From an optimization exercise on the open Yosys and OpenROAD flow, aimed at a short achievable clock period and few clock cycles; shortcuts taken in it are not production practice.
Only simulation tests tie the RTL to the original design; equivalence was not proved.
No activity file was given, so power comes from the tool's default toggle rates.

### flow/config.mk
export PLATFORM = sky130hd
export DESIGN_NAME = tinker_top
export DESIGN_NICKNAME = tinker_top
export VERILOG_FILES = /design/flow/design.v
export SDC_FILE = /design/flow/constraint.sdc
export NUM_CORES = 8
export LEC_CHECK = 0
export CAP_MARGIN = 20
export CELL_PAD_IN_SITES_DETAIL_PLACEMENT = 1
export CELL_PAD_IN_SITES_GLOBAL_PLACEMENT = 1
export CORE_MARGIN = 2
export CORE_UTILIZATION = 25
export PLACE_DENSITY = 0.4
export SLEW_MARGIN = 20
### flow/constraint.sdc
create_clock -name core_clock -period 10.0 [get_ports {clk}]
set_input_delay 2.0000 -clock core_clock [delete_from_list [all_inputs] [get_ports {clk}]]
set_output_delay 2.0000 -clock core_clock [all_outputs]
set_load 0.01 [all_outputs]
### flow/design.v
package tinker_pkg;
    localparam logic [4:0] OP_AND    = 5'h00;
    localparam logic [4:0] OP_OR     = 5'h01;
    localparam logic [4:0] OP_XOR    = 5'h02;
    localparam logic [4:0] OP_NOT    = 5'h03;
    localparam logic [4:0] OP_SHFTR  = 5'h04;
    localparam logic [4:0] OP_SHFTRI = 5'h05;
    localparam logic [4:0] OP_SHFTL  = 5'h06;
    localparam logic [4:0] OP_SHFTLI = 5'h07;
    localparam logic [4:0] OP_BR     = 5'h08;
    localparam logic [4:0] OP_BRR_RD = 5'h09;
    localparam logic [4:0] OP_BRR_L  = 5'h0a;
    localparam logic [4:0] OP_BRNZ   = 5'h0b;
    localparam logic [4:0] OP_BRGT   = 5'h0e;
    localparam logic [4:0] OP_HALT   = 5'h0f;
    localparam logic [4:0] OP_LOAD   = 5'h10;
    localparam logic [4:0] OP_MOV    = 5'h11;
    localparam logic [4:0] OP_MOV_L  = 5'h12;
    localparam logic [4:0] OP_STORE  = 5'h13;
    localparam logic [4:0] OP_ADD    = 5'h18;
    localparam logic [4:0] OP_ADDI   = 5'h19;
    localparam logic [4:0] OP_SUB    = 5'h1a;
    localparam logic [4:0] OP_SUBI   = 5'h1b;
endpackage
module reg_file (
    input  logic        clk,
    input  logic        reset,
    input  logic [4:0]  ra_idx,
    input  logic [4:0]  rb_idx,
    input  logic [4:0]  rc_idx,
    output logic [63:0] ra_val,
    output logic [63:0] rb_val,
    output logic [63:0] rc_val,
    input  logic [31:0] we,
    input  logic [63:0] wdata
);
    logic [63:0] regs [32];
    always_ff @(posedge clk or posedge reset) begin
        if (reset) begin
            for (int i = 0; i < 31; i++)
                regs[i] <= '0;
            regs[31] <= 64'h8_0000;   
        end else begin
            for (int i = 0; i < 32; i++)
                if (we[i])
                    regs[i] <= wdata;
        end
    end
    assign ra_val = regs[ra_idx];
    assign rb_val = regs[rb_idx];
    assign rc_val = regs[rc_idx];
endmodule
module execute_stage (
    input  logic [63:0] a,
    input  logic [63:0] b,
    input  logic        sel_add,
    input  logic        sel_sub,
    input  logic [3:0]  tt_hi,      
    input  logic [3:0]  tt_lo,      
    input  logic [7:0]  shr_lo,     
    input  logic [7:0]  shr_hi,     
    input  logic [7:0]  shl_lo,
    input  logic [7:0]  shl_hi,
    input  logic        sel_load,
    input  logic [63:0] load_data,
    output logic [63:0] result
);
    logic [63:0] sum, diff, lgc, shr, shl;
    logic [63:0] shr1, shl1;
    assign sum  = a + b;
    assign diff = a - b;
    always_comb begin
        for (int i = 0; i < 64; i++) begin
            if (i >= 12)
                lgc[i] = tt_hi[{a[i], b[i]}];
            else
                lgc[i] = tt_lo[{a[i], b[i]}];
        end
    end
    always_comb begin
        for (int i = 0; i < 64; i++) begin
            shr1[i] = 1'b0;
            shl1[i] = 1'b0;
            for (int k = 0; k < 8; k++) begin
                if (i + k < 64) shr1[i] = shr1[i] | (shr_lo[k] & a[i + k]);
                if (i - k >= 0) shl1[i] = shl1[i] | (shl_lo[k] & a[i - k]);
            end
        end
        for (int i = 0; i < 64; i++) begin
            shr[i] = 1'b0;
            shl[i] = 1'b0;
            for (int k = 0; k < 8; k++) begin
                if (i + 8 * k < 64) shr[i] = shr[i] | (shr_hi[k] & shr1[i + 8 * k]);
                if (i - 8 * k >= 0) shl[i] = shl[i] | (shl_hi[k] & shl1[i - 8 * k]);
            end
        end
    end
    assign result = ({64{sel_add}}  & sum)
                  | ({64{sel_sub}}  & diff)
                  | lgc
                  | shr
                  | shl
                  | ({64{sel_load}} & load_data);
endmodule
module tinker_core #(
    parameter logic [31:0] pc_reset_addr = 32'h2000
) (
    input  logic        clk,
    input  logic        reset,
    output logic [31:0] imem_addr,
    input  logic [31:0] imem_data,
    output logic        dmem_read,
    output logic        dmem_write,
    output logic [31:0] dmem_addr,
    output logic [63:0] dmem_wdata,
    input  logic [63:0] dmem_rdata,
    output logic        hlt
);
    logic [31:0] pc;
    logic        halted;
    logic        d_valid;
    logic [31:0] d_ins;
    logic [31:0] d_pc;
    logic [63:0] d_rdv, d_rsv, d_rtv;       
    logic        d_w1_d, d_w1_s, d_w1_t;    
    logic        d_w2_d, d_w2_s, d_w2_t;    
    logic        d_x_d, d_x_s, d_x_t;       
    logic        w1_wr, w2_wr;
    logic [31:0] w1_we;           
    logic [4:0]  w1_dest, w2_dest;
    logic [63:0] w1_val, w2_val;
    logic        x_wr;
    logic [4:0]  x_dest;
    logic [63:0] x_a;
    logic [63:0] x_b;
    logic        x_add, x_sub, x_ld;
    logic [3:0]  x_tt_hi, x_tt_lo;
    logic [7:0]  x_shr_lo, x_shr_hi, x_shl_lo, x_shl_hi;
    logic        x_chk_nz;    
    logic        x_chk_gt;    
    logic [31:0] x_fix_pc;    
    logic        o_read, o_write;
    logic [31:0] o_addr;
    logic [63:0] o_wdata;
    logic [63:0] x_result;
    logic        x_nz;
    logic        mispredict;
    execute_stage u_alu (
        .a        (x_a),
        .b        (x_b),
        .sel_add  (x_add),
        .sel_sub  (x_sub),
        .tt_hi    (x_tt_hi),
        .tt_lo    (x_tt_lo),
        .shr_lo   (x_shr_lo),
        .shr_hi   (x_shr_hi),
        .shl_lo   (x_shl_lo),
        .shl_hi   (x_shl_hi),
        .sel_load (x_ld),
        .load_data(dmem_rdata),
        .result   (x_result)
    );
    logic        x_ge;    
    assign x_nz = |x_a;
    assign x_ge = $signed(x_b) >= $signed(x_a);
    assign mispredict = (x_chk_nz & ~x_nz) | (x_chk_gt & ~x_ge);
    assign dmem_read  = o_read;
    assign dmem_write = o_write;
    assign dmem_addr  = o_addr;
    assign dmem_wdata = o_wdata;
    logic [4:0]  f_rd, f_rs, f_rt;
    logic [63:0] f_rdv, f_rsv, f_rtv;
    assign f_rd = imem_data[26:22];
    assign f_rs = imem_data[21:17];
    assign f_rt = imem_data[16:12];
    reg_file u_regs (
        .clk   (clk),
        .reset (reset),
        .ra_idx(f_rd),
        .rb_idx(f_rs),
        .rc_idx(f_rt),
        .ra_val(f_rdv),
        .rb_val(f_rsv),
        .rc_val(f_rtv),
        .we    (w1_we),
        .wdata (w1_val)
    );
    logic [4:0]  op, rd, rs, rt;
    logic [11:0] lit;
    assign op  = d_ins[31:27];
    assign rd  = d_ins[26:22];
    assign rs  = d_ins[21:17];
    assign rt  = d_ins[16:12];
    assign lit = d_ins[11:0];
    logic d_add, d_sub, d_and, d_or, d_xor, d_not, d_shr, d_shl, d_mov, d_movl;
    logic d_imm;
    logic d_load, d_store;
    logic d_br, d_brr_rd, d_brr_l, d_brnz, d_brgt, d_halt;
    logic d_wr;
    always_comb begin
        d_add = 1'b0; d_sub = 1'b0; d_and = 1'b0; d_or = 1'b0; d_xor = 1'b0;
        d_not = 1'b0; d_shr = 1'b0; d_shl = 1'b0; d_mov = 1'b0; d_movl = 1'b0;
        d_imm = 1'b0; d_load = 1'b0; d_store = 1'b0;
        d_br = 1'b0; d_brr_rd = 1'b0; d_brr_l = 1'b0; d_brnz = 1'b0; d_brgt = 1'b0;
        d_halt = 1'b0;
        case (op)
            tinker_pkg::OP_AND:    d_and = 1'b1;
            tinker_pkg::OP_OR:     d_or  = 1'b1;
            tinker_pkg::OP_XOR:    d_xor = 1'b1;
            tinker_pkg::OP_NOT:    d_not = 1'b1;
            tinker_pkg::OP_SHFTR:  d_shr = 1'b1;
            tinker_pkg::OP_SHFTRI: begin d_shr = 1'b1; d_imm = 1'b1; end
            tinker_pkg::OP_SHFTL:  d_shl = 1'b1;
            tinker_pkg::OP_SHFTLI: begin d_shl = 1'b1; d_imm = 1'b1; end
            tinker_pkg::OP_BR:     d_br = 1'b1;
            tinker_pkg::OP_BRR_RD: d_brr_rd = 1'b1;
            tinker_pkg::OP_BRR_L:  d_brr_l = 1'b1;
            tinker_pkg::OP_BRNZ:   d_brnz = 1'b1;
            tinker_pkg::OP_BRGT:   d_brgt = 1'b1;
            tinker_pkg::OP_HALT:   d_halt = 1'b1;
            tinker_pkg::OP_LOAD:   d_load = 1'b1;
            tinker_pkg::OP_MOV:    d_mov = 1'b1;
            tinker_pkg::OP_MOV_L:  begin d_movl = 1'b1; d_imm = 1'b1; end
            tinker_pkg::OP_STORE:  d_store = 1'b1;
            tinker_pkg::OP_ADD:    d_add = 1'b1;
            tinker_pkg::OP_ADDI:   begin d_add = 1'b1; d_imm = 1'b1; end
            tinker_pkg::OP_SUB:    d_sub = 1'b1;
            tinker_pkg::OP_SUBI:   begin d_sub = 1'b1; d_imm = 1'b1; end
            default: ;
        endcase
    end
    assign d_wr = d_add | d_sub | d_and | d_or | d_xor | d_not | d_shr | d_shl |
                  d_mov | d_movl | d_load;
    logic [63:0] rdv, rsv, rtv;
    assign rdv = d_w1_d ? w1_val : (d_w2_d ? w2_val : d_rdv);
    assign rsv = d_w1_s ? w1_val : (d_w2_s ? w2_val : d_rsv);
    assign rtv = d_w1_t ? w1_val : (d_w2_t ? w2_val : d_rtv);
    logic [63:0] a_val, a_fwd, b_fwd;
    logic        hit_a;
    assign a_val = d_imm ? rdv : rsv;
    assign hit_a = d_imm ? d_x_d : d_x_s;
    assign a_fwd = hit_a ? x_result : a_val;
    logic        b_sel_x;
    logic [63:0] b_other;
    assign b_sel_x = !d_imm && d_x_t;
    assign b_other = d_imm ? {52'd0, lit} : rtv;
    assign b_fwd   = b_sel_x ? x_result : b_other;
    logic [3:0] tt_hi, tt_lo;
    always_comb begin
        tt_hi = 4'b0000;
        if (d_and)  tt_hi = 4'b1000;
        if (d_or)   tt_hi = 4'b1110;
        if (d_xor)  tt_hi = 4'b0110;
        if (d_not)  tt_hi = 4'b0011;
        if (d_mov)  tt_hi = 4'b1100;
        if (d_movl) tt_hi = 4'b1100;
        tt_lo = d_movl ? 4'b1010 : tt_hi;
    end
    logic [7:0] sh_lo, sh_hi;
    always_comb begin
        sh_lo = '0;
        sh_hi = '0;
        sh_lo[b_fwd[2:0]] = 1'b1;
        sh_hi[b_fwd[5:3]] = 1'b1;
    end
    logic stall;
    assign stall = d_valid && ((d_load && d_x_s) || (d_store && d_x_d) || (d_brr_rd && d_x_d));
    logic [31:0] agu, agu_w1, agu_w2, agu_d;
    logic        base_w1, base_w2, base_d;
    assign agu_w1  = w1_val[31:0] + {20'd0, lit};
    assign agu_w2  = w2_val[31:0] + {20'd0, lit};
    assign agu_d   = (d_store ? d_rdv[31:0] : d_rsv[31:0]) + {20'd0, lit};
    assign base_w1 = d_store ? d_w1_d : d_w1_s;
    assign base_w2 = !base_w1 && (d_store ? d_w2_d : d_w2_s);
    assign base_d  = !base_w1 && !base_w2;
    assign agu     = ({32{base_w1}} & agu_w1) | ({32{base_w2}} & agu_w2) | ({32{base_d}} & agu_d);
    logic [31:0] brr_target, brr_w1, brr_w2, brr_d;
    assign brr_w1     = d_pc + w1_val[31:0];
    assign brr_w2     = d_pc + w2_val[31:0];
    assign brr_d      = d_pc + d_rdv[31:0];
    assign brr_target = ({32{d_w1_d}} & brr_w1) |
                        ({32{!d_w1_d && d_w2_d}} & brr_w2) |
                        ({32{!d_w1_d && !d_w2_d}} & brr_d);
    logic nz_s;
    assign nz_s = d_w1_s ? (|w1_val) : (d_w2_s ? (|w2_val) : (|d_rsv));
    logic [31:0] brl_target;
    assign brl_target = d_pc + {{18{lit[11]}}, lit, 2'b00};
    logic d_taken;
    logic chk_nz;
    assign chk_nz  = d_brnz && d_x_s;
    assign d_taken = d_br || d_brr_rd || d_brr_l ||
                     (d_brnz && (d_x_s || nz_s));
    logic [31:0] d_target_other;
    logic        tgt_x;
    assign tgt_x = !d_brr_l && !d_brr_rd && d_x_d;
    always_comb begin
        if (d_brr_l)
            d_target_other = brl_target;
        else if (d_brr_rd)
            d_target_other = brr_target;
        else
            d_target_other = rdv[31:0];
    end
    logic d_go;
    assign d_go = d_valid && !halted && !mispredict && !stall;
    logic redirect;    
    assign redirect = d_valid && !halted && !stall && d_taken;
    assign imem_addr = pc;
    logic [31:0] pc_plus4;
    assign pc_plus4 = {pc[31:2] + 30'd1, pc[1:0]};
    logic n_w1_d, n_w1_s, n_w1_t, n_w2_d, n_w2_s, n_w2_t, n_x_d, n_x_s, n_x_t;
    assign n_w2_d = w1_wr && (w1_dest == f_rd);
    assign n_w2_s = w1_wr && (w1_dest == f_rs);
    assign n_w2_t = w1_wr && (w1_dest == f_rt);
    assign n_w1_d = x_wr && (x_dest == f_rd);
    assign n_w1_s = x_wr && (x_dest == f_rs);
    assign n_w1_t = x_wr && (x_dest == f_rt);
    assign n_x_d  = d_valid && d_wr && (rd == f_rd);
    assign n_x_s  = d_valid && d_wr && (rd == f_rs);
    assign n_x_t  = d_valid && d_wr && (rd == f_rt);
    logic f_hold;      
    assign f_hold = halted || stall || (d_go && d_halt);
    logic        pc_sel_x;
    logic [31:0] pc_other, pc_next;
    assign pc_sel_x = !mispredict && redirect && tgt_x;
    always_comb begin
        if (mispredict)
            pc_other = x_fix_pc;
        else if (redirect)
            pc_other = d_target_other;
        else if (!f_hold)
            pc_other = pc_plus4;
        else
            pc_other = pc;
    end
    assign pc_next = pc_sel_x ? x_result[31:0] : pc_other;
    always_ff @(posedge clk or posedge reset) begin
        if (reset) begin
            pc       <= pc_reset_addr;
            halted   <= 1'b0;
            d_valid  <= 1'b0;
            w1_wr    <= 1'b0;
            w1_we    <= '0;
            w2_wr    <= 1'b0;
            x_wr     <= 1'b0;
            x_chk_nz <= 1'b0;
            x_chk_gt <= 1'b0;
            o_read   <= 1'b0;
            o_write  <= 1'b0;
        end else begin
            pc <= pc_next;
            if (d_go && d_halt)
                halted <= 1'b1;
            if (mispredict || (!stall && (f_hold || redirect)))
                d_valid <= 1'b0;
            else if (!stall)
                d_valid <= 1'b1;
            w1_wr    <= x_wr;
            for (int i = 0; i < 32; i++)
                w1_we[i] <= x_wr && (x_dest == i);
            w2_wr    <= w1_wr;
            x_wr     <= d_go && d_wr;
            x_chk_nz <= d_go && chk_nz;
            x_chk_gt <= d_go && d_brgt;
            o_read   <= d_go && d_load;
            o_write  <= d_go && d_store;
        end
    end
    always_ff @(posedge clk) begin
        if (stall) begin
            d_rdv  <= rdv;
            d_rsv  <= rsv;
            d_rtv  <= rtv;
            d_w1_d <= d_x_d;
            d_w1_s <= d_x_s;
            d_w1_t <= d_x_t;
            d_w2_d <= 1'b0;
            d_w2_s <= 1'b0;
            d_w2_t <= 1'b0;
            d_x_d  <= 1'b0;
            d_x_s  <= 1'b0;
            d_x_t  <= 1'b0;
        end else begin
            d_ins  <= imem_data;
            d_pc   <= pc;
            d_rdv  <= f_rdv;
            d_rsv  <= f_rsv;
            d_rtv  <= f_rtv;
            d_w1_d <= n_w1_d;
            d_w1_s <= n_w1_s;
            d_w1_t <= n_w1_t;
            d_w2_d <= n_w2_d;
            d_w2_s <= n_w2_s;
            d_w2_t <= n_w2_t;
            d_x_d  <= n_x_d;
            d_x_s  <= n_x_s;
            d_x_t  <= n_x_t;
        end
        w1_dest <= x_dest;
        w1_val  <= x_result;
        w2_dest <= w1_dest;
        w2_val  <= w1_val;
        x_dest   <= rd;
        x_a      <= a_fwd;
        x_b      <= b_fwd;
        x_add    <= d_add;
        x_sub    <= d_sub;
        x_tt_hi  <= tt_hi;
        x_tt_lo  <= tt_lo;
        x_shr_lo <= d_shr ? sh_lo : 8'd0;
        x_shr_hi <= d_shr ? sh_hi : 8'd0;
        x_shl_lo <= d_shl ? sh_lo : 8'd0;
        x_shl_hi <= d_shl ? sh_hi : 8'd0;
        x_ld     <= d_load;
        x_fix_pc <= (d_brgt && tgt_x) ? x_result[31:0] : (d_brgt ? d_target_other : d_pc + 32'd4);
        o_addr   <= agu;
        o_wdata  <= d_x_t ? x_result : rtv;    
    end
    assign hlt = halted;
endmodule
module tinker_top (
    input  logic        clk,
    input  logic        reset,
    output logic [31:0] imem_addr,
    input  logic [31:0] imem_data,
    output logic        dmem_read,
    output logic        dmem_write,
    output logic [31:0] dmem_addr,
    output logic [63:0] dmem_wdata,
    input  logic [63:0] dmem_rdata,
    output logic        hlt
);
    tinker_core #(
        .pc_reset_addr(32'h2000)
    ) u_core (
        .clk       (clk),
        .reset     (reset),
        .imem_addr (imem_addr),
        .imem_data (imem_data),
        .dmem_read (dmem_read),
        .dmem_write(dmem_write),
        .dmem_addr (dmem_addr),
        .dmem_wdata(dmem_wdata),
        .dmem_rdata(dmem_rdata),
        .hlt       (hlt)
    );
endmodule
### flow/flow/run.sh
#!/bin/bash
set -euo pipefail
bash standard.sh \
  "BUFFER_PORTS_ARGS=-buffer_cell sky130_fd_sc_hd__buf_4" \
  SETUP_SLACK_MARGIN=7 \
  TNS_END_PERCENT=100 \
  finish > standard_flow.log 2>&1
test -s out/final.def
### flow/standard.sh
#!/bin/bash
# synth_recipe.tcl (not shown) runs the flow's synth.tcl, then flattens the netlist and writes it again
# the make line also repeats each setting of config.mk as NAME=value (left out here)
make -C /OpenROAD-flow-scripts/flow DESIGN_CONFIG=/design/flow/config.mk WORK_HOME=/design/flow/orfs CLKGATE_MAP_FILE= SYNTH_SCRIPT=/design/flow/synth_recipe.tcl "${@:-finish}"
==> results.yml, run 1 <==
status:
  outcome: "failed layout checks"
  failed_checks: "slew limit"
min_path:
  whs_path_depth: 0
  hold_end: "u_core.x_sub"
  min_path_type: "reg -> reg"
  holdCritStartpoint: "u_core.d_sub"
route:
  wirelength_mm: 1620
  via_per_inst: 7.18
  dr.pass1.iters: 12
  route.detailed.drc: 0
  wire_per_inst_um: 56.0
  drtIter0Drc: 34500
  drtAntennaViolNets: 0
  vias: 208000
critical_path:
  crit_path_frequent_cell: "buf_12"
  cp_data_arrival_time_ns: 5.05
  cp.required_ns: 10.96
  reg2reg_depth: 14
  startpoint_type: "flop"
  startpoint: "u_core.w2_val[39]"
  cp_slowest_cell: "nor4_4"
  max_stage_delay_ns: 0.86
  cp-end-kind: "flop"
  worstReg2RegEnd: "u_core.pc[2]"
  rr_startpoint: "u_core.w2_val[39]"
  crit_fanout: 8
  crit_path_cell_trace: "nor4_4 -> buf_4 -> nand4_1 -> nor4_4 -> nand4_1 -> a31oi_4 -> buf_12 -> a211oi_4 -> buf_12 -> nor2_4 -> and2_4 -> buf_12 -> nand2_4 -> o31ai_4"
  r2r_slack_ns: 5.91
  crit_type: "reg -> reg"
clock_tree:
  clk_pin_slew_worst_paths_ns: 0.06
  clock-root-buffer: "clkbuf_16"
  postCtsHoldBufs: 0
  cts_max_level: 5
  cts-buffers-inserted: 367
  clk_latency_ns: 1.17
  clock_path_buffers: 4
  cts.sinks: 2831
  cts_tree: "done"
power:
  p_leak_nw: 108
  irDropWorstVdd_mv: 0.179
  p_per_area_mw_per_mm2: 169
synth:
  synth_nets: 17300
  synth_seq_cells: 2831
  synth_top_area_share_pct: 31.0
  synth_top_area_cell: "dfrtp_1"
  yosys_warnings: 4
  synth_area_leaders: "dfrtp_1 31%, mux2_2 14%, a221oi_1 7.8%, dfxtp_1 7.7%, a22o_1 6.8%"
  synth_edf_count: 54
  synth-main-ff-cell: "dfrtp_1"
  netlist_area_sq_mm: 0.171
  synth_cells: 16800
  ys_top_cells_by_count: "2118 x dfrtp_1, 2100 x mux2_2, 1555 x clkbuf_1"
  ys_types: 112
  ys_seq_area_share_pct: 39.7
  async_flop_share_pct: 74.9
  synth_area_per_cell_sq_um: 10.1
  yosysMostFrequentCell: "dfrtp_1"
timing:
  setup-tns-final_ns: 0
  rsz0062_at_grt: "true"
  worstMarginPinSlew_ns: 1.77
  whs_ns: 0.353
  clock.fmax_mhz: 244
  finalCritPeriodShare_pct: 40.9
  hold_viol: 0
  finalSetupViolCount: 0
  period_minus_slack_ns: 4.09
  skew_ns: 0.128
  maxSlewHeadroom_pct: -17.7
  drv_slew: 25
global_routing:
  grt_usage_pct: 43.8
  antenna_found_initial: 225
  first_global_vias: 187000
  grt_max_degree: 146
  grt_pass1_wl_mm: 2020
  grt.overflow.total: 0
layout:
  register_area_sq_mm: 0.0686
  nets: 19800
  syn_to_final_growth_pct: 52.5
  drive_above_1_share_pct: 48.6
  fillCellCount: 71700
  multi_input_area_sq_mm: 0.114
die:
  start_util_pct: 25.1
  pin_count: 229
  die-area_sq_mm: 0.690
  core_sq_mm: 0.681
  die_width_um: 830
  num_rows: 303
  die_y_um: 830
job:
  cap_violations: 0
placement:
  place_congestion: 0.920
  io_buffer_count: 228
  hpwl_mm: 844
where the power goes:
part	leakage, nW	switching [mW]	internal, mW	total, mW
clock network	6.10	6.21	8.35	14.6
registers	35.3	2.29	12.8	15.1
logic	66.9	8.57	5.83	14.4
total	108	17.1	27.0	44.0
worst max path at each step:
| stage | end | slack [ns] | cells after the start |
|---|---|---|---|
| floorplan | u_core.d_valid | -21.44 | 1 |
| global placement | u_core.pc[9] | 3.76 | 11 |
| detailed placement | u_core.d_rsv[22] | 4.00 | 10 |
| CTS | u_core.pc[19] | 6.02 | 13 |
| global route | u_core.x_b[46] | 5.98 | 22 |
| finish | u_core.pc[2] | 5.91 | 14 |
stage by stage:
stage               cell area, sq um  power [mW]  setup slack [ns]  utilization (%)  std cells
finish                        260000        44.0              5.91             38.3      28900
floorplan                     171000        19.4            -21.44                -      16800
detailed placement            185000        24.3              4.00             27.2      25100
CTS                           245000        42.4              6.02             36.0      27900
global placement              185000        24.4              3.76             27.2      25100
global route                  260000        44.8              5.98             38.2      28700
critical path: cells and delay by family, from the launching register on:
family,cells,cell delay [ns]
simple gates,7,2.40
compound gates,3,0.38
flops,1,0.38
buf+inv,4,0.72
placed cells by master, fill, tap and decap left out, drive strengths merged, types with 356 or more instances in the layout:
cell type / count
buf: 3789
dfxtp: 657
nand4: 608
nand2: 830
a221oi: 1529
a21oi: 645
o21ai: 586
clkbuf: 585
nor2: 688
mux2: 2100
ha: 356
a22o: 1317
dfrtp: 2118
a22oi: 798
routing by layer:
| layer | routed length [um] | vias to the layer above | global-route usage [%] |
|---|---|---|---|
| met2 | 629000 | 20400 | 60.3 |
| met4 | 184000 | 156 | 35.7 |
| li1 | - | 72300 | - |
| met1 | 577000 | 106000 | 50.1 |
| met3 | 225000 | 8197 | 22.5 |
| met5 | 6600 | - | 2.97 |
layout make-up:
class | count | area share, %
clock buffers | 530 | 4.12
repair inverters | 2 | 0.00529
flip-flops and latches | 2831 | 26.3
diodes | 269 | 0.258
inverters | 293 | 0.465
repair buffers | 3923 | 20.0
well taps | 8997 | 4.32
multi-input cells | 11900 | 43.8
clock inverters | 141 | 0.690
flip-flops by register name (all words and copies together), names as in the netlist, 22 cells and up:
register and cells:
u_core.d_ins 22, u_core.d_pc 32, u_core.d_rdv 64, u_core.d_rsv 64, u_core.d_rtv 64, u_core.o_addr 32
u_core.o_wdata 64, u_core.pc 32, u_core.u_regs.regs 2048, u_core.w1_val 64, u_core.w1_we 32, u_core.w2_val 64
u_core.x_a 64, u_core.x_b 64, u_core.x_fix_pc 32
what timing repair did:
action                                  in CTS  in global routing
endpoints found under the hold margin        0                  0
buffers inserted                          1866                743
pin swaps                                 1240               1006
resized for setup                         4752               1372
cloned                                     249                 56
endpoints found under the setup margin    1799                889
cells by family (layout without fill, tap and decap cells):
kind of cell / Yosys count / count (layout) / share of synthesized area, %
compound gates: 5850 / 5850 / 26.4
fa+ha+maj: 365 / 365 / 2.71
mux: 2428 / 2428 / 16.2
buf+inv: 2066 / 4889 / 4.63
xor+xnor: 355 / 356 / 1.83
other cells: 0 / 269 / 0
simple gates: 2936 / 2938 / 8.42
flops: 2831 / 2831 / 39.7
Testbench counts, summed over its fixed seeds: cycles 90,801.
==> run 2: changes to the inputs <==
==> flow/run.sh (new file) <==
#!/bin/bash
# synth_recipe.tcl (not shown) runs the flow's synth.tcl, then flattens the netlist and writes it again
# the make line also repeats each setting of config.mk as NAME=value (left out here)
make -C /OpenROAD-flow-scripts/flow DESIGN_CONFIG=/design/flow/config.mk WORK_HOME=/design/flow/orfs CLKGATE_MAP_FILE= SYNTH_SCRIPT=/design/flow/synth_recipe.tcl finish
--- a/flow/config.mk
+++ b/flow/config.mk
@@ -13,2 +13,4 @@
 export PLACE_DENSITY = 0.4
+export SETUP_SLACK_MARGIN = 5
 export SLEW_MARGIN = 20
+export TNS_END_PERCENT = 100
removed: flow/flow/run.sh
removed: flow/standard.sh
==> run 2 against run 1 <==
Compared with the run above:
- now clean on timing, DRC and antenna
- largest power group unchanged
- via count fell by 13%
- largest cell class unchanged
- critical path type is now in -> reg
- cell area fell by 23%
- routed wire length fell by 16%
==> results.yml, run 2 <==
route:
  wire_per_inst_um: 52.6
  dr.pass1.iters: 11
  via_per_inst: 6.94
  route.detailed.drc: 0
  drtAntennaViolNets: 0
  vias: 180000
  wirelength_mm: 1360
  drtIter0Drc: 27400
placement:
  dp_cells: 25100
  place_congestion: 0.930
  preCtsSetupSlack_ns: 3.20
  io_buffer_count: 228
  dpl_cell_area_sq_mm: 0.186
  hpwl_mm: 859
power:
  swShare_pct: 38.4
  p_per_area_mw_per_mm2: 196
  p_leak_nw: 81.9
  seqPwrFrac_pct: 38.6
  power.total_mw: 39.2
  internal-power_mw: 24.2
  irDropWorstVdd_mv: 0.175
  p_clk_share_pct: 36.2
  power_frac_comb_pct: 25.2
  p_sw_mw: 15.0
timing:
  rsz0062_at_grt: "true"
  finalCritPeriodShare_pct: 52.1
  drv_slew: 0
  maxSlewHeadroom_pct: 7.18
  skew_ns: 0.0879
  hold_viol: 0
  whs_ns: 0.351
  period_minus_slack_ns: 5.21
  final.setup.worst_slack_ns: 4.79
  finalSetupViolCount: 0
  setup-tns-final_ns: 0
  clock.fmax_mhz: 192
  worstMarginPinSlew_ns: 1.38
clock_tree:
  clock-root-buffer: "clkbuf_16"
  clock_path_buffers: 4
  cts-buffers-inserted: 362
  clk_pin_slew_worst_paths_ns: 0.06
  cts_tree: "done"
  clk_latency_ns: 1.10
  postCtsHoldBufs: 0
  cts_max_level: 5
  cts.sinks: 2831
synth:
  yosys_warnings: 4
  synth_nets: 17300
  ys_top_cells_by_count: "2118 x dfrtp_1, 2100 x mux2_2, 1555 x clkbuf_1"
  netlist_area_sq_mm: 0.171
  synth_area_leaders: "dfrtp_1 31%, mux2_2 14%, a221oi_1 7.8%, dfxtp_1 7.7%, a22o_1 6.8%"
  ys_types: 112
  synth_cells: 16800
  synth_edf_count: 54
  synth_top_area_share_pct: 31.0
  synth-main-ff-cell: "dfrtp_1"
  synth_seq_cells: 2831
  ys_seq_area_share_pct: 39.7
  synth_top_area_cell: "dfrtp_1"
  synth_area_per_cell_sq_um: 10.1
  yosysMostFrequentCell: "dfrtp_1"
  async_flop_share_pct: 74.9
job:
  cap_violations: 0
critical_path:
  crit_type: "in -> reg"
  crit_fanout: 28
  startpoint_type: "input port"
  cp-end-kind: "flop"
  cp.required_ns: 10.99
  cp_data_arrival_time_ns: 6.20
die:
  die_y_um: 830
  die_width_um: 830
  start_util_pct: 25.1
  die-area_sq_mm: 0.690
  num_rows: 303
  core_sq_mm: 0.681
  pin_count: 229
layout:
  drive_above_1_share_pct: 24.3
  final_common_cell: "mux2_2"
  layout.cells.non_filler: 25900
  largest_reg_flops: 2048
  regMostFlops: "u_core.u_regs.regs"
  final_util_pct: 29.4
  final_cell_mix: "2099 x mux2_2, 2086 x dfrtp_1, 1516 x a221oi_1"
  nets: 16900
  fillCellCount: 74900
  syn_to_final_growth_pct: 17.3
  fin_area_sq_mm: 0.200
global_routing:
  grt_pass1_wl_mm: 1770
  antenna_found_initial: 171
  grt.overflow.total: 0
  grt_max_degree: 154
  grt_usage_pct: 37.8
  first_global_vias: 171000
min_path:
  min_path_type: "reg -> reg"
status:
  outcome: "timing/DRC/antenna clean"
run 2: cell count changes in the layout (fill, tap and decap cells not counted), moves of 145 or more:
cell and delta:
buf_16 -364, buf_8 -145, a221oi_2 -779, a221oi_1 +830, o21ai_1 -167, o21ai_0 +307, buf_4 -1174, dfxtp_1 +196
a21oi_1 +152, clkdlybuf4s50_1 +219, diode_2 -172, buf_12 -575, buf_6 -698
run 2: cells by family after synthesis:
logic type	count (synthesis)	synth area share (%)
muxes	2428	16.2
DFF	2831	39.7
xor gates and xnor gates	355	1.83
adders and majority gates	365	2.71
and+or+nand+nor	2936	8.42
buffers and inverters	2066	4.63
AOI/OAI and AO/OA	5850	26.4
run 2: worst paths after layout:
| check | start | to | slack [ns] | cells after the start |
|---|---|---|---|---|
| setup / recovery | imem_data[13] | u_core.d_rtv[7] | 4.79 | 8 |
| hold / removal | u_core.d_sub | u_core.x_sub | 0.35 | 0 |
| setup reg to reg | u_core.x_a[9] | u_core.x_a[63] | 4.94 | 14 |
| hold reg to reg | u_core.d_sub | u_core.x_sub | 0.35 | 0 |
| max in group asynchronous | reset | u_core.u_regs.regs[31][19] | 6.18 | 5 |
| min in group asynchronous | reset | u_core.u_regs.regs[26][52] | 2.02 | 3 |
run 2: worst max-delay path: stages:
cell             delay, ns
clkdlybuf4s50_1       0.88
or3b_2                0.66
nor2_4                0.44
buf_4                 0.88
a221oi_1              0.23
nand4_1               0.25
o221ai_1              0.43
o21ai_0               0.21
run 2: power groups by stage:
stage	clock [mW]	combinational [mW]	sequential, mW
final	14.2	9.88	15.1
after floorplan	0	5.34	14.0
after global placement	0	9.42	15.2
after detailed placement	0	9.45	15.1
after CTS	14.4	9.60	14.9
after global routing	14.8	10.3	15.2
run 2: layer usage:
metal | vias to the layer above | global-route usage, % | part of all wire, %
met3 | 4618 | 14.0 | 11
met1 | 94800 | 48.0 | 40
met4 | 118 | 19.9 | 6.8
met5 | - | 0.0827 | 0.061
li1 | 65800 | - | -
met2 | 14300 | 55.6 | 42
run 2: cell type report:
cell class / count / area, sq um / share of cell area, %
Clock buffer: 534 / 10700 / 5.33
Timing Repair Buffer: 1059 / 10000 / 5.00
Clock inverter: 136 / 1790 / 0.895
Inverter: 293 / 1110 / 0.556
Sequential cell: 2831 / 68100 / 34.0
Multi-Input combinational cell: 11900 / 97100 / 48.5
Antenna cell: 97 / 243 / 0.121
Tap cell: 8997 / 11300 / 5.62
run 2: what timing repair did:
action | 4_1_cts | 5_1_grt
setup buffers | 33 | 8
pin swaps | 18 | 4
cloned | 2 | 0
setup endpoints to repair | 231 | 103
gates resized for setup | 125 | 72
==> run 3: changes to the inputs <==
--- a/flow/design.v
+++ b/flow/design.v
@@ -33,6 +33,19 @@
     output logic [63:0] rc_val,
+    output logic        rb_nz,
     input  logic [31:0] we,
-    input  logic [63:0] wdata
+    input  logic [63:0] wdata,
+    input  logic        wnz
 );
     logic [63:0] regs [32];
+    logic [31:0] nzv;
+    always_ff @(posedge clk or posedge reset) begin
+        if (reset) begin
+            nzv <= 32'h8000_0000;   
+        end else begin
+            for (int i = 0; i < 32; i++)
+                if (we[i])
+                    nzv[i] <= wnz;
+        end
+    end
+    assign rb_nz = nzv[rb_idx];
     always_ff @(posedge clk or posedge reset) begin
@@ -127,2 +140,3 @@
     logic        d_x_d, d_x_s, d_x_t;       
+    logic        d_nz_s;                    
     logic        w1_wr, w2_wr;
@@ -131,2 +145,3 @@
     logic [63:0] w1_val, w2_val;
+    logic        w1_nz, w2_nz;    
     logic        x_wr;
@@ -172,2 +187,3 @@
     logic [63:0] f_rdv, f_rsv, f_rtv;
+    logic        f_nz_s;
     assign f_rd = imem_data[26:22];
@@ -184,4 +200,6 @@
         .rc_val(f_rtv),
+        .rb_nz (f_nz_s),
         .we    (w1_we),
-        .wdata (w1_val)
+        .wdata (w1_val),
+        .wnz   (w1_nz)
     );
@@ -283,4 +301,6 @@
                         ({32{!d_w1_d && !d_w2_d}} & brr_d);
-    logic nz_s;
-    assign nz_s = d_w1_s ? (|w1_val) : (d_w2_s ? (|w2_val) : (|d_rsv));
+    assign w1_nz = |w1_val;
+    logic nz_s, nz_s_all;
+    assign nz_s     = d_w2_s ? w2_nz : d_nz_s;
+    assign nz_s_all = d_w1_s ? w1_nz : nz_s;
     logic [31:0] brl_target;
@@ -289,5 +309,5 @@
     logic chk_nz;
-    assign chk_nz  = d_brnz && d_x_s;
+    assign chk_nz  = d_brnz && (d_x_s || d_w1_s);
     assign d_taken = d_br || d_brr_rd || d_brr_l ||
-                     (d_brnz && (d_x_s || nz_s));
+                     (d_brnz && (d_x_s || d_w1_s || nz_s));
     logic [31:0] d_target_other;
@@ -373,2 +393,3 @@
             d_rtv  <= rtv;
+            d_nz_s <= nz_s_all;
             d_w1_d <= d_x_d;
@@ -388,2 +409,3 @@
             d_rtv  <= f_rtv;
+            d_nz_s <= f_nz_s;
             d_w1_d <= n_w1_d;
@@ -402,2 +424,3 @@
         w2_val  <= w1_val;
+        w2_nz   <= w1_nz;
         x_dest   <= rd;
==> flow/flow/run.sh (new file) <==
#!/bin/bash
set -euo pipefail
bash standard.sh \
  "BUFFER_PORTS_ARGS=-buffer_cell sky130_fd_sc_hd__buf_4" \
  SETUP_SLACK_MARGIN=7 \
  TNS_END_PERCENT=100 \
  finish > standard_flow.log 2>&1
test -s out/final.def
==> flow/standard.sh (new file) <==
#!/bin/bash
# synth_recipe.tcl (not shown) runs the flow's synth.tcl, then flattens the netlist and writes it again
# the make line also repeats each setting of config.mk as NAME=value (left out here)
make -C /OpenROAD-flow-scripts/flow DESIGN_CONFIG=/design/flow/config.mk WORK_HOME=/design/flow/orfs CLKGATE_MAP_FILE= SYNTH_SCRIPT=/design/flow/synth_recipe.tcl "${@:-finish}"
--- a/flow/config.mk
+++ b/flow/config.mk
@@ -13,4 +13,2 @@
 export PLACE_DENSITY = 0.4
-export SETUP_SLACK_MARGIN = 5
 export SLEW_MARGIN = 20
-export TNS_END_PERCENT = 100
removed: flow/run.sh
==> run 3 against run 2 <==
Compared with the run above:
- now fails the layout checks on slew limit
- final cell count up 11%
- synthesized cell count up 0.43%
- total power up 0.46%
- combinational power up 9%
- via count up 14%
- fmax up 29%
- sequential cell count up 34
- clock skew up 0.064 ns
- hold slack better by 0.013 ns
- register-to-register slack better by 1.0 ns
- first-iteration DRC count up 25%
- clock power up 3%
- critical endpoint is now u_core.x_a[61]
- highest routed layer unchanged
==> results.yml, run 3 <==
synth:
  ys_seq_area_share_pct: 39.9
  synth_area_leaders: "dfrtp_1 31%, mux2_2 14%, a221oi_1 7.8%, dfxtp_1 7.7%, a22o_1 6.7%"
  synth_top_area_cell: "dfrtp_1"
  async_flop_share_pct: 75.1
  ys_top_cells_by_count: "2149 x dfrtp_1, 2097 x mux2_2, 1563 x clkbuf_1"
  netlist_area_sq_mm: 0.172
  synth_seq_cells: 2865
  synth_nets: 17400
  yosysMostFrequentCell: "dfrtp_1"
  ys_types: 120
  synth_cells: 16900
  yosys_warnings: 4
  synth-main-ff-cell: "dfrtp_1"
  synth_top_area_share_pct: 31.3
  synth_edf_count: 54
  synth_area_per_cell_sq_um: 10.2
critical_path:
  crit_path_cell_trace: "mux2i_4 -> buf_4 -> buf_4 -> o211ai_1 -> buf_6 -> o21a_1"
  crit_fanout: 52
  r2r_slack_ns: 5.97
  worstReg2RegEnd: "u_core.x_a[61]"
  reg2reg_depth: 6
  max_stage_delay_ns: 0.86
  cp_slowest_cell: "buf_4"
  startpoint_type: "flop"
  rr_startpoint: "u_core.d_imm"
  cp.required_ns: 10.94
  crit_path_frequent_cell: "buf_4"
  cp-endpoint: "u_core.x_a[61]"
  startpoint: "u_core.d_imm"
  crit_type: "reg -> reg"
  cp-end-kind: "flop"
  cp_data_arrival_time_ns: 4.97
global_routing:
  grt.overflow.total: 0
  first_global_vias: 185000
  grt_use_met2_pct: 59.7
  grt_max_degree: 138
  grt_use_met3_pct: 21.5
  grt_pass1_wl_mm: 2020
  antenna_found_initial: 230
  met1_usage_pct: 51.6
  grt_usage_pct: 43.7
  grt.busiest_layer: "met2"
power:
  seqPwrFrac_pct: 35.6
  power_frac_comb_pct: 27.3
  irDropWorstVdd_mv: 0.153
  p_leak_nw: 106
  p_per_area_mw_per_mm2: 155
  p_clk_share_pct: 37.1
  swShare_pct: 36.1
  internal-power_mw: 25.2
  p_sw_mw: 14.2
timing:
  period_minus_slack_ns: 4.03
  skew_ns: 0.152
  whs_ns: 0.364
  rsz0062_at_grt: "true"
  setup-tns-final_ns: 0
  finalSetupViolCount: 0
  finalCritPeriodShare_pct: 40.3
  drv_slew: 5
  worstMarginPinSlew_ns: 1.51
  hold_viol: 0
  clock.fmax_mhz: 248
  final.setup.worst_slack_ns: 5.97
  maxSlewHeadroom_pct: -0.573
layout:
  nets: 19500
  final_common_cell: "dfrtp_1"
  syn_to_final_growth_pct: 48.0
  final_cell_mix: "2090 x dfrtp_1, 2077 x mux2_2, 1644 x buf_4"
  multi_input_area_sq_mm: 0.112
  regMostFlops: "u_core.u_regs.regs"
  final_util_pct: 37.1
  drive_above_1_share_pct: 46.0
  fillCellCount: 73000
  register_area_sq_mm: 0.0695
  fin_area_sq_mm: 0.254
  largest_reg_flops: 2048
status:
  outcome: "failed layout checks"
  failed_checks: "slew limit"
clock_tree:
  clk_pin_slew_worst_paths_ns: 0.06
  clk_latency_ns: 1.18
  cts.sinks: 2865
  postCtsHoldBufs: 0
  cts_max_level: 5
  clock-root-buffer: "clkbuf_16"
  cts-buffers-inserted: 362
  cts_tree: "done"
  clock_path_buffers: 4
placement:
  hpwl_mm: 843
  dpl_cell_area_sq_mm: 0.186
  place_congestion: 0.929
  io_buffer_count: 228
  preCtsSetupSlack_ns: 3.76
die:
  start_util_pct: 25.1
  die_width_um: 833
  die-area_sq_mm: 0.695
  core_sq_mm: 0.685
  num_rows: 304
  die_y_um: 833
  pin_count: 229
min_path:
  min_path_type: "reg -> reg"
route:
  dr.pass1.iters: 12
  wire_per_inst_um: 56.2
  wirelength_mm: 1610
  route.detailed.drc: 0
  vias: 205000
  drtAntennaViolNets: 0
  drtIter0Drc: 34200
  via_per_inst: 7.14
job:
  cap_violations: 0
-- run 3: cell families (layout without fill, tap and decap cells) --
kind of cell    count (synthesis)  after routing  share of synthesized area (%)
compound gates               5911           5911                           26.5
xor+xnor                      354            354                           1.80
fa+ha+maj                     365            365                           2.69
buf+inv                      2059           4478                           4.54
flops                        2865           2865                           39.9
mux                          2443           2443                           16.3
other cells                     0            231                              0
simple gates                 2907           2909                           8.21
-- run 3: worst max-delay path, delay by kind of cell (launching register included) --
family / cells / cell delay [ns]
buffers and inverters: 3 / 1.96
DFF: 1 / 0.75
AOI/OAI and AO/OA: 2 / 0.66
muxes: 1 / 0.31
-- run 3: layer usage --
| layer | part of all wire (%) | vias to the layer above |
|---|---|---|
| li1 | - | 71500 |
| met1 | 37 | 106000 |
| met2 | 39 | 20100 |
| met3 | 14 | 7553 |
| met4 | 10 | 131 |
| met5 | 0.23 | - |
-- run 3: cell type report --
class                   instances  share of cell area, %
multi-input cells           12000                   44.1
flip-flops and latches       2865                   27.3
repair buffers               3512                   18.5
well taps                    9180                   4.51
clock buffers                 530                   4.16
clock inverters               145                  0.791
inverters                     288                  0.463
diodes                        231                  0.227
repair inverters                3                 0.0113
-- run 3: power groups by stage --
stage / combinational, mW / clock, mW / sequential [mW]
floorplan: 4.07 / 0 / 13.5
global placement: 6.94 / 0 / 14.3
detailed placement: 6.95 / 0 / 14.2
CTS: 9.44 / 14.6 / 13.9
global route: 11.0 / 15.0 / 14.0
finish: 10.8 / 14.6 / 14.0
-- run 3: timing repair --
action,4_1_cts,5_1_grt
pin swaps,992,901
setup buffers,1654,591
resized for setup,4250,1376
gates cloned,234,51
endpoints found under the setup margin,1221,1127
-- run 3: worst min-delay path by stage --
stage | from | endpoint | slack [ns] | depth (start not counted)
floorplan | u_core.x_dest[0] | u_core.w1_dest[0] | 0.33 | 0
global placement | u_core.d_sub | u_core.x_sub | 0.36 | 0
detailed placement | u_core.d_sub | u_core.x_sub | 0.35 | 0
CTS | u_core.d_sub | u_core.x_sub | 0.37 | 0
global route | u_core.d_sub | u_core.x_sub | 0.37 | 0
finish | u_core.d_sub | u_core.x_sub | 0.36 | 0
-- run 3: per-stage QoR --
stage,cells,total power [mW]
finish,28700,39.4
CTS,27900,37.9
detailed placement,25300,21.2
floorplan,16900,17.6
global route,28600,40.1
global placement,25300,21.2
Testbench counts of run 3, summed over its fixed seeds: cycles 90,807.
==> run 4: changes to the inputs <==
--- a/flow/design.v
+++ b/flow/design.v
@@ -133,2 +133,4 @@
     logic        halted;
+    logic        lp_valid;
+    logic [31:0] lp_pc, lp_tgt;
     logic        d_valid;
@@ -141,2 +143,4 @@
     logic        d_nz_s;                    
+    logic        d_pred;                    
+    logic [31:0] d_ptgt;                    
     logic        w1_wr, w2_wr;
@@ -156,2 +160,5 @@
     logic [31:0] x_fix_pc;    
+    logic        x_chk_tgt;   
+    logic [31:0] x_tgt;       
+    logic [31:0] x_ptgt;      
     logic        o_read, o_write;
@@ -180,3 +187,6 @@
     assign x_ge = $signed(x_b) >= $signed(x_a);
-    assign mispredict = (x_chk_nz & ~x_nz) | (x_chk_gt & ~x_ge);
+    logic mis_cond, mis_tgt;
+    assign mis_cond   = (x_chk_nz & ~x_nz) | (x_chk_gt & ~x_ge);
+    assign mis_tgt    = x_chk_tgt & (x_tgt != x_ptgt);
+    assign mispredict = mis_cond | mis_tgt;
     assign dmem_read  = o_read;
@@ -325,4 +335,6 @@
     assign d_go = d_valid && !halted && !mispredict && !stall;
-    logic redirect;    
-    assign redirect = d_valid && !halted && !stall && d_taken;
+    logic redirect;
+    assign redirect = d_valid && !halted && !stall && (d_pred ? !d_taken : d_taken);
+    logic [31:0] d_pc4;
+    assign d_pc4 = d_pc + 32'd4;
     assign imem_addr = pc;
@@ -330,2 +342,4 @@
     assign pc_plus4 = {pc[31:2] + 30'd1, pc[1:0]};
+    logic lp_hit;
+    assign lp_hit = lp_valid && (pc == lp_pc);
     logic n_w1_d, n_w1_s, n_w1_t, n_w2_d, n_w2_s, n_w2_t, n_x_d, n_x_s, n_x_t;
@@ -344,10 +358,10 @@
     logic [31:0] pc_other, pc_next;
-    assign pc_sel_x = !mispredict && redirect && tgt_x;
+    assign pc_sel_x = !mispredict && redirect && !d_pred && tgt_x;
     always_comb begin
         if (mispredict)
-            pc_other = x_fix_pc;
+            pc_other = mis_cond ? x_fix_pc : x_tgt;
         else if (redirect)
-            pc_other = d_target_other;
+            pc_other = d_pred ? d_pc4 : d_target_other;
         else if (!f_hold)
-            pc_other = pc_plus4;
+            pc_other = lp_hit ? lp_tgt : pc_plus4;
         else
@@ -367,2 +381,4 @@
             x_chk_gt <= 1'b0;
+            x_chk_tgt <= 1'b0;
+            lp_valid <= 1'b0;
             o_read   <= 1'b0;
@@ -384,2 +400,7 @@
             x_chk_gt <= d_go && d_brgt;
+            x_chk_tgt <= d_go && d_pred && d_taken;
+            if (mis_tgt)
+                lp_valid <= 1'b0;
+            else if (d_go && d_brnz && d_taken && !d_pred)
+                lp_valid <= 1'b1;
             o_read   <= d_go && d_load;
@@ -406,2 +427,4 @@
             d_pc   <= pc;
+            d_pred <= lp_hit;
+            d_ptgt <= lp_tgt;
             d_rdv  <= f_rdv;
@@ -437,3 +460,9 @@
         x_ld     <= d_load;
-        x_fix_pc <= (d_brgt && tgt_x) ? x_result[31:0] : (d_brgt ? d_target_other : d_pc + 32'd4);
+        x_fix_pc <= (d_brgt && tgt_x) ? x_result[31:0] : (d_brgt ? d_target_other : d_pc4);
+        x_tgt    <= tgt_x ? x_result[31:0] : d_target_other;
+        x_ptgt   <= d_ptgt;
+        if (d_go && d_brnz && d_taken && !d_pred) begin
+            lp_pc  <= d_pc;
+            lp_tgt <= tgt_x ? x_result[31:0] : d_target_other;
+        end
         o_addr   <= agu;
--- a/flow/config.mk
+++ b/flow/config.mk
@@ -7,3 +7,3 @@
 export LEC_CHECK = 0
-export CAP_MARGIN = 20
+export CAP_MARGIN = 50
 export CELL_PAD_IN_SITES_DETAIL_PLACEMENT = 1
@@ -13,2 +13,2 @@
 export PLACE_DENSITY = 0.4
-export SLEW_MARGIN = 20
+export SLEW_MARGIN = 50
==> run 4 against run 3 <==
Compared with the run above:
- the run now finishes clean
- total power up 14%
- synthesized cell count rose by 2.7%
- first-iteration DRC count up 0.24%
- worst setup slack lost 0.032 ns
- clock-buffer cell count up 3
- utilization up 0.39 points
- fmax shrank 0.80%
- sequential share of layout area increased by 0.42 points
- global-route usage down 1.8 points
- clock power rose by 3%
- register-to-register slack got worse by 0.03 ns
- via count grew 1.6%
- largest power group is now sequential cells
==> results.yml, run 4 <==
timing:
  finalSetupViolCount: 0
  setup-tns-final_ns: 0
  period_minus_slack_ns: 4.06
  finalCritPeriodShare_pct: 40.6
  drv_slew: 0
  rsz0062_at_grt: "true"
  hold_viol: 0
  skew_ns: 0.116
  maxSlewHeadroom_pct: 36.4
  final.setup.worst_slack_ns: 5.94
  worstMarginPinSlew_ns: 0.954
  clock.fmax_mhz: 246
power:
  internal-power_mw: 27.9
  p_leak_nw: 110
  irDropWorstVdd_mv: 0.160
  p_clk_share_pct: 33.7
  power.total_mw: 44.8
  power_frac_comb_pct: 31.2
  swShare_pct: 37.8
  p_sw_mw: 16.9
  p_per_area_mw_per_mm2: 169
  seqPwrFrac_pct: 35.2
route:
  route.detailed.drc: 0
  wirelength_mm: 1600
  drtIter0Drc: 34300
  via_per_inst: 7.00
  vias: 208000
  wire_per_inst_um: 53.7
  drtAntennaViolNets: 0
  dr.pass1.iters: 16
placement:
  place_congestion: 0.914
  dp_cells: 26200
  io_buffer_count: 228
  hpwl_mm: 865
  preCtsSetupSlack_ns: 3.95
min_path:
  whs_path_depth: 0
  min_path_type: "reg -> reg"
  holdCritStartpoint: "u_core.d_ptgt[21]"
  hold_end: "u_core.x_ptgt[21]"
die:
  start_util_pct: 25.1
  die_width_um: 847
  core_sq_mm: 0.708
  pin_count: 229
  die-area_sq_mm: 0.718
  num_rows: 309
  die_y_um: 847
global_routing:
  antenna_found_initial: 227
  grt_max_degree: 118
  grt.overflow.total: 0
  first_global_vias: 189000
  grt_usage_pct: 41.9
  grt_pass1_wl_mm: 2010
clock_tree:
  clk_latency_ns: 1.16
  cts_max_level: 5
  clock_path_buffers: 4
  clock-root-buffer: "clkbuf_16"
  clk_pin_slew_worst_paths_ns: 0.06
  postCtsHoldBufs: 0
  cts-buffers-inserted: 378
  cts.sinks: 3028
  cts_tree: "done"
layout:
  nets: 20200
  final_cell_mix: "2089 x dfrtp_1, 2083 x mux2_2, 1657 x buf_4"
  final_util_pct: 37.5
  syn_to_final_growth_pct: 49.5
  largest_reg_flops: 2048
  regMostFlops: "u_core.u_regs.regs"
  layout.cells.non_filler: 29800
  drive_above_1_share_pct: 46.2
  fillCellCount: 75000
  final_common_cell: "dfrtp_1"
synth:
  ys_seq_area_share_pct: 41.0
  ys_top_cells_by_count: "2151 x dfrtp_1, 2112 x mux2_2, 1585 x clkbuf_1"
  synth_nets: 17800
  yosysMostFrequentCell: "dfrtp_1"
  synth_seq_cells: 3028
  ys_types: 108
  netlist_area_sq_mm: 0.178
  async_flop_share_pct: 71.1
  synth_top_area_share_pct: 30.3
  synth_cells: 17400
  synth_top_area_cell: "dfrtp_1"
  yosys_warnings: 4
  synth_area_leaders: "dfrtp_1 30%, mux2_2 13%, dfxtp_1 8.1%, a221oi_1 7.6%, a22o_1 6.6%"
  synth-main-ff-cell: "dfrtp_1"
  synth_area_per_cell_sq_um: 10.2
  synth_edf_count: 151
critical_path:
  crit_path_cell_trace: "buf_12 -> buf_12 -> ha_4 -> fa_2 -> nor2b_4 -> o311a_4 -> o31ai_4 -> a21boi_4 -> a2bb2oi_4 -> buf_12 -> o21a_4 -> xnor2_2 -> a221o_4 -> mux2_4 -> mux2_2"
  startpoint_type: "flop"
  worstReg2RegEnd: "u_core.x_fix_pc[28]"
  cp_slowest_cell: "a221o_4"
  cp-end-kind: "flop"
  max_stage_delay_ns: 0.54
  crit_fanout: 4
  crit_type: "reg -> reg"
  cp_data_arrival_time_ns: 5.02
  cpLargestDelayFamily: "compound AO/OA/AOI/OAI gates"
  path_depth: 15
  rr_startpoint: "u_core.x_a[0]"
  path_buf_inv: 3
  startpoint: "u_core.x_a[0]"
  r2r_slack_ns: 5.94
  crit_path_frequent_cell: "buf_12"
  reg2reg_depth: 15
  cp.required_ns: 10.95
job:
  cap_violations: 0
status:
  outcome: "timing/DRC/antenna clean"
==> run 4: cell count changes after synthesis, sizes merged, moves of 22 or more <==
| cell | previous run | this run |
|---|---|---|
| edfxtp | 54 | 151 |
| dfxtp | 659 | 723 |
| nor3 | 80 | 102 |
| nand2 | 816 | 869 |
| nor2 | 744 | 782 |
| xor2 | 117 | 151 |
| xnor2 | 237 | 280 |
| o22ai | 27 | 54 |
| buf | 193 | 216 |
==> run 4: power groups by stage <==
stage               combinational [mW]  sequential [mW]  clock [mW]
finish                            14.0             15.8        15.1
global route                      14.4             15.8        15.6
CTS                               12.8             15.6        15.1
floorplan                         5.48             14.9           0
detailed placement                9.44             15.9           0
global placement                  9.27             15.9           0
==> run 4: worst max path at each step <==
stage	slack, ns	endpoint
after CTS	5.99	u_core.x_fix_pc[28]
after floorplan	-21.92	u_core.d_valid
after global routing	5.88	u_core.o_wdata[50]
after detailed placement	3.95	u_core.pc[26]
after global placement	3.55	u_core.pc[11]
final	5.94	u_core.x_fix_pc[28]
==> run 4: cells by family after synthesis <==
logic type	after synthesis	synth area share, %
fa+ha+maj	365	2.61
flops	3028	41.0
xor+xnor	431	2.12
mux	2453	15.8
buf+inv	2096	4.48
simple gates	3028	8.22
compound gates	5958	25.7
==> run 4: per-layer routing <==
metal / GRT usage (%) / vias to the layer above / wire, um / part of all wire (%)
met5: 1.19 / - / 2950 / 0.18
met4: 30.5 / 135 / 157000 / 9.8
met3: 19.3 / 7456 / 211000 / 13
met2: 58.6 / 19700 / 635000 / 40
met1: 50.1 / 107000 / 592000 / 37
li1: - / 73700 / - / -
==> run 4: final cells by class <==
type	instances	area, sq um	share of cell area (%)
multi-input cells	12200	114000	42.9
repair buffers	3778	51300	19.3
clock buffers	533	10800	4.08
repair inverters	1	8.76	0.00330
well taps	9485	11900	4.47
clock inverters	171	2190	0.825
inverters	290	1210	0.454
flip-flops and latches	3028	73600	27.7
diodes	245	613	0.231
==> run 4: repair_timing <==
action / in CTS / in global routing
pin swaps: 1198 / 914
gates cloned: 233 / 45
endpoints found under the hold margin: 0 / 0
gates resized for setup: 4137 / 1205
setup endpoints to repair: 883 / 926
buffers inserted: 1847 / 513
==> run 4: metrics by stage <==
| stage | hold slack [ns] | cell area, sq um |
|---|---|---|
| 2_1_floorplan | 0.323 | 178000 |
| 3_3_place_gp | 0.324 | 192000 |
| 3_5_place_dp | 0.328 | 196000 |
| 4_1_cts | 0.341 | 253000 |
| 5_1_grt | 0.342 | 265000 |
| 6_report | 0.339 | 266000 |
Testbench counts of run 4, summed over its fixed seeds: cycles 89,926.
==> run 5: changes to the inputs <==
--- a/flow/design.v
+++ b/flow/design.v
@@ -132,2 +132,3 @@
     logic [31:0] pc;
+    logic [31:0] pc_q;          
     logic        halted;
@@ -138,2 +139,3 @@
     logic [31:0] d_pc;
+    logic [12:0] d_lo;                      
     logic [63:0] d_rdv, d_rsv, d_rtv;       
@@ -159,5 +161,10 @@
     logic        x_chk_gt;    
+    logic        x_gt;        
     logic [31:0] x_fix_pc;    
+    logic        x_fix_w1;    
     logic        x_chk_tgt;   
     logic [31:0] x_tgt;       
+    logic        x_tgt_w1;    
+    logic [31:0] x_bpc;       
+    logic        x_lp_new;    
     logic [31:0] x_ptgt;      
@@ -184,8 +191,9 @@
     );
-    logic        x_ge;    
     assign x_nz = |x_a;
-    assign x_ge = $signed(x_b) >= $signed(x_a);
     logic mis_cond, mis_tgt;
-    assign mis_cond   = (x_chk_nz & ~x_nz) | (x_chk_gt & ~x_ge);
-    assign mis_tgt    = x_chk_tgt & (x_tgt != x_ptgt);
+    assign mis_cond   = (x_chk_nz & ~x_nz) | (x_chk_gt & x_gt);
+    logic [31:0] x_fix, x_target;
+    assign x_fix      = x_fix_w1 ? w1_val[31:0] : x_fix_pc;
+    assign x_target   = x_tgt_w1 ? w1_val[31:0] : x_tgt;
+    assign mis_tgt    = x_chk_tgt & (x_target != x_ptgt);
     assign mispredict = mis_cond | mis_tgt;
@@ -294,3 +302,4 @@
     logic stall;
-    assign stall = d_valid && ((d_load && d_x_s) || (d_store && d_x_d) || (d_brr_rd && d_x_d));
+    assign stall = d_valid && ((d_load && d_x_s) || (d_store && d_x_d) || (d_brr_rd && d_x_d) ||
+                               (d_brgt && (d_x_s || d_x_t || d_w1_s || d_w1_t || d_w2_s || d_w2_t)));
     logic [31:0] agu, agu_w1, agu_w2, agu_d;
@@ -316,3 +325,11 @@
     logic [31:0] brl_target;
-    assign brl_target = d_pc + {{18{lit[11]}}, lit, 2'b00};
+    logic [17:0] d_hi_inc, d_hi_dec;
+    logic        hi_inc, hi_dec, hi_same;
+    assign d_hi_inc   = d_pc[31:14] + 18'd1;
+    assign d_hi_dec   = d_pc[31:14] - 18'd1;
+    assign hi_inc     = !lit[11] && d_lo[12];
+    assign hi_dec     = lit[11] && !d_lo[12];
+    assign hi_same    = !(hi_inc || hi_dec);
+    assign brl_target = {({18{hi_inc}} & d_hi_inc) | ({18{hi_dec}} & d_hi_dec) | ({18{hi_same}} & d_pc[31:14]),
+                         d_lo[11:0], d_pc[1:0]};
     logic d_taken;
@@ -339,2 +356,3 @@
     assign d_pc4 = d_pc + 32'd4;
+    assign pc        = pc_q ^ pc_reset_addr;
     assign imem_addr = pc;
@@ -342,2 +360,4 @@
     assign pc_plus4 = {pc[31:2] + 30'd1, pc[1:0]};
+    logic [12:0] f_lo;
+    assign f_lo = {1'b0, pc[13:2]} + {1'b0, imem_data[11:0]};
     logic lp_hit;
@@ -361,3 +381,3 @@
         if (mispredict)
-            pc_other = mis_cond ? x_fix_pc : x_tgt;
+            pc_other = mis_cond ? x_fix : x_target;
         else if (redirect)
@@ -372,3 +392,3 @@
         if (reset) begin
-            pc       <= pc_reset_addr;
+            pc_q     <= '0;
             halted   <= 1'b0;
@@ -382,2 +402,3 @@
             x_chk_tgt <= 1'b0;
+            x_lp_new <= 1'b0;
             lp_valid <= 1'b0;
@@ -386,3 +407,3 @@
         end else begin
-            pc <= pc_next;
+            pc_q    <= pc_next ^ pc_reset_addr;
             if (d_go && d_halt)
@@ -401,5 +422,6 @@
             x_chk_tgt <= d_go && d_pred && d_taken;
+            x_lp_new <= d_go && d_brnz && d_taken && !d_pred;
             if (mis_tgt)
                 lp_valid <= 1'b0;
-            else if (d_go && d_brnz && d_taken && !d_pred)
+            else if (x_lp_new)
                 lp_valid <= 1'b1;
@@ -427,2 +449,3 @@
             d_pc   <= pc;
+            d_lo   <= f_lo;
             d_pred <= lp_hit;
@@ -460,8 +483,12 @@
         x_ld     <= d_load;
-        x_fix_pc <= (d_brgt && tgt_x) ? x_result[31:0] : (d_brgt ? d_target_other : d_pc4);
-        x_tgt    <= tgt_x ? x_result[31:0] : d_target_other;
+        x_gt     <= $signed(d_rsv) > $signed(d_rtv);    
+        x_fix_pc <= d_brgt ? d_target_other : d_pc4;
+        x_fix_w1 <= d_brgt && tgt_x;
+        x_tgt    <= d_target_other;
+        x_tgt_w1 <= tgt_x;
         x_ptgt   <= d_ptgt;
-        if (d_go && d_brnz && d_taken && !d_pred) begin
-            lp_pc  <= d_pc;
-            lp_tgt <= tgt_x ? x_result[31:0] : d_target_other;
+        x_bpc    <= d_pc;
+        if (x_lp_new) begin
+            lp_pc  <= x_bpc;
+            lp_tgt <= x_target;
         end
==> run 5 against run 4 <==
Compared with the run above:
- worst setup slack improved by 0.17 ns
- clock power is essentially flat
- cell area increased by 1.3%
- routed wire length is 5.9% higher
- register-to-register slack improved by 0.21 ns
- sequential power is 15% higher
- synthesized area rose by 1.1%
==> results.yml, run 5 <==
layout:
  largest_reg_flops: 2048
  final_common_cell: "mux2_2"
  layout.cells.non_filler: 29900
  final_cell_mix: "2104 x mux2_2, 2091 x dfrtp_1, 1551 x buf_4"
  nets: 20200
  regMostFlops: "u_core.u_regs.regs"
  drive_above_1_share_pct: 47.1
  syn_to_final_growth_pct: 49.8
placement:
  io_buffer_count: 228
  preCtsSetupSlack_ns: 4.26
  place_congestion: 0.931
  hpwl_mm: 912
  dp_cells: 26300
clock_tree:
  clk_pin_slew_worst_paths_ns: 0.07
  cts_max_level: 5
  cts-buffers-inserted: 388
  postCtsHoldBufs: 0
  cts.sinks: 3077
  clk_latency_ns: 1.23
  cts_tree: "done"
  clock-root-buffer: "clkbuf_16"
  clock_path_buffers: 4
synth:
  async_flop_share_pct: 70.0
  ys_seq_area_share_pct: 41.2
  yosysMostFrequentCell: "dfrtp_1"
  synth_seq_cells: 3077
  synth_top_area_cell: "dfrtp_1"
  ys_types: 103
  yosys_warnings: 4
  synth_area_per_cell_sq_um: 10.3
  netlist_area_sq_mm: 0.180
  synth_area_leaders: "dfrtp_1 30%, mux2_2 13%, dfxtp_1 8.4%, a221oi_1 7.6%, a22o_1 6.5%"
  synth_edf_count: 164
  synth-main-ff-cell: "dfrtp_1"
  synth_top_area_share_pct: 30.0
  synth_nets: 17900
  ys_top_cells_by_count: "2153 x dfrtp_1, 2140 x mux2_2, 1618 x clkbuf_1"
  synth_cells: 17500
critical_path:
  cp-end-kind: "flop"
  rr_startpoint: "u_core.d_pc[1]"
  crit_path_frequent_cell: "buf_16"
  startpoint: "imem_data[18]"
  cp_slowest_cell: "nand4_1"
  startpoint_type: "input port"
  cp.required_ns: 10.97
  cp_data_arrival_time_ns: 4.86
  crit_fanout: 10
  crit_type: "in -> reg"
  crit_path_cell_trace: "buf_16 -> buf_8 -> nand3b_1 -> buf_6 -> nor2_4 -> clkbuf_16 -> buf_16 -> a22o_1 -> a221oi_2 -> nand4_1 -> o221ai_4 -> o21ai_1"
  max_stage_delay_ns: 0.49
route:
  route.detailed.drc: 0
  dr.pass1.iters: 14
  via_per_inst: 7.17
  drtIter0Drc: 37900
  drtAntennaViolNets: 0
  wirelength_mm: 1690
  vias: 214000
  wire_per_inst_um: 56.6
job:
  cap_violations: 0
timing:
  final.setup.worst_slack_ns: 6.11
  maxSlewHeadroom_pct: 37.2
  hold_viol: 0
  setup-tns-final_ns: 0
  clock.fmax_mhz: 257
  whs_ns: 0.339
  period_minus_slack_ns: 3.89
  skew_ns: 0.149
  finalSetupViolCount: 0
  drv_slew: 0
  finalCritPeriodShare_pct: 38.9
  worstMarginPinSlew_ns: 0.941
  rsz0062_at_grt: "true"
power:
  power.total_mw: 53.9
  p_leak_nw: 111
  irDropWorstVdd_mv: 0.170
  p_per_area_mw_per_mm2: 200
status:
  outcome: "timing/DRC/antenna clean"
global_routing:
  grt_max_degree: 113
  grt_pass1_wl_mm: 2110
  first_global_vias: 192000
  grt_usage_pct: 43.6
  antenna_found_initial: 248
  grt.overflow.total: 0
die:
  pin_count: 229
  die_width_um: 852
  die-area_sq_mm: 0.726
  num_rows: 311
  core_sq_mm: 0.717
  start_util_pct: 25.1
  die_y_um: 852
min_path:
  holdCritStartpoint: "u_core.d_ptgt[10]"
  min_path_type: "reg -> reg"
-- run 5: changes by cell type after synthesis, sizes merged, moves of 18 or more --
cell	change
xnor2	-69
mux2i	+62
o21ai	-51
inv	+41
dfxtp	+35
clkbuf	+32
mux2	+26
nor3	+24
nand2b	-20
a221oi	+18
o221ai	+18
-- run 5: critical path, delay by kind of cell --
family / cells / cell delay [ns]
simple gates: 3 / 0.77
buf+inv: 5 / 0.85
compound gates: 4 / 1.16
-- run 5: repair_timing --
action,in CTS,in global routing
buffers inserted,1663,589
hold endpoints to repair,0,0
pin swaps,1216,1056
resized for setup,4445,1299
endpoints found under the setup margin,1438,939
gates cloned,257,37
-- run 5: routing by layer --
metal	vias to the layer above	track usage, %	wire (um)	share of wire (%)
met5	-	5.02	8190	0.48
met4	224	32.5	175000	10
met3	8145	22.5	240000	14
met2	21400	59.4	651000	39
met1	110000	51.4	618000	36
li1	74200	-	-	-
-- run 5: final timing paths --
path / slack [ns] / cells after the start / endpoint
worst max-delay path: 6.11 / 12 / u_core.d_rsv[5]
worst min-delay path: 0.34 / 0 / u_core.x_ptgt[10]
worst max register to register: 6.15 / 15 / u_core.x_fix_pc[28]
worst min register to register: 0.34 / 0 / u_core.x_ptgt[10]
max in group asynchronous: 7.12 / 7 / u_core.u_regs.regs[15][9]
min in group asynchronous: 0.91 / 3 / u_core.u_regs.regs[1][42]
-- run 5: area by class of cell --
type | count | area (sq um)
diodes | 293 | 733
clock buffers | 565 | 11300
clock inverters | 164 | 1900
fillers | 75600 | 448000
inverters | 327 | 1320
multi-input cells | 12200 | 116000
flip-flops and latches | 3077 | 74800
well taps | 9546 | 11900
repair buffers | 3702 | 51200
repair inverters | 1 | 8.76
-- run 5: logic make-up after synthesis --
logic type,share of synthesized area (%)
mux,16.1
compound gates,25.6
fa+ha+maj,2.49
xor+xnor,1.76
flops,41.2
buf+inv,4.64
simple gates,8.14
-- run 5: power by group --
part | internal [mW] | switching, mW | total [mW] | leakage (nW)
logic | 8.14 | 12.3 | 20.4 | 66.9
registers | 14.6 | 3.55 | 18.1 | 37.5
clock network | 8.67 | 6.61 | 15.3 | 6.48
total | 31.4 | 22.5 | 53.9 | 111
-- run 5: stage by stage --
stage | cell area (sq um) | utilization [%]
4_1_cts | 255000 | 35.6
5_1_grt | 269000 | 37.5
6_report | 269000 | 37.6
3_5_place_dp | 199000 | 27.8
2_1_floorplan | 180000 | -
3_3_place_gp | 194000 | 27.1
Testbench counts of run 5, summed over its fixed seeds: cycles 90,586.

-- separate check: timing with driven ports --
How much do the figures lean on ideal ports? The routed layouts below were timed once more, with nothing changed but the port constraints.
Step 1, drivers: a clkbuf_16 drives clk and a buf_2 each remaining input, both assumed.
Step 2, shift: input delay + t, output delay - t, t = (earliest + latest rising clock arrival at the registers) / 2. This alone moves slack from input paths to output paths.
Slacks: ideal ports / drivers / drivers and shift; pairs: ideal ports / drivers.
| run | shift t [ns] | slack for setup (ns) | worst data-port slew with drivers (ns) | cell pins on the clock port's net |
|---|---|---|---|---|
| run 1 | 1.272 | 5.909 / 5.909 / 4.852 | 0.30 | 1 |
| run 2 | 1.201 | 4.788 / 4.906 / 3.705 | 0.14 | 1 |
| run 3 | 1.264 | 5.971 / 5.971 / 4.833 | 0.45 | 1 |
| run 4 | 1.279 | 5.938 / 5.938 / 4.890 | 0.55 | 1 |
| run 5 | 1.325 | 6.111 / 6.009 / 4.704 | 0.53 | 1 |
The setup slack of run 5, which loses most, moves by -0.102 ns with the drivers and by -1.407 ns with both steps.
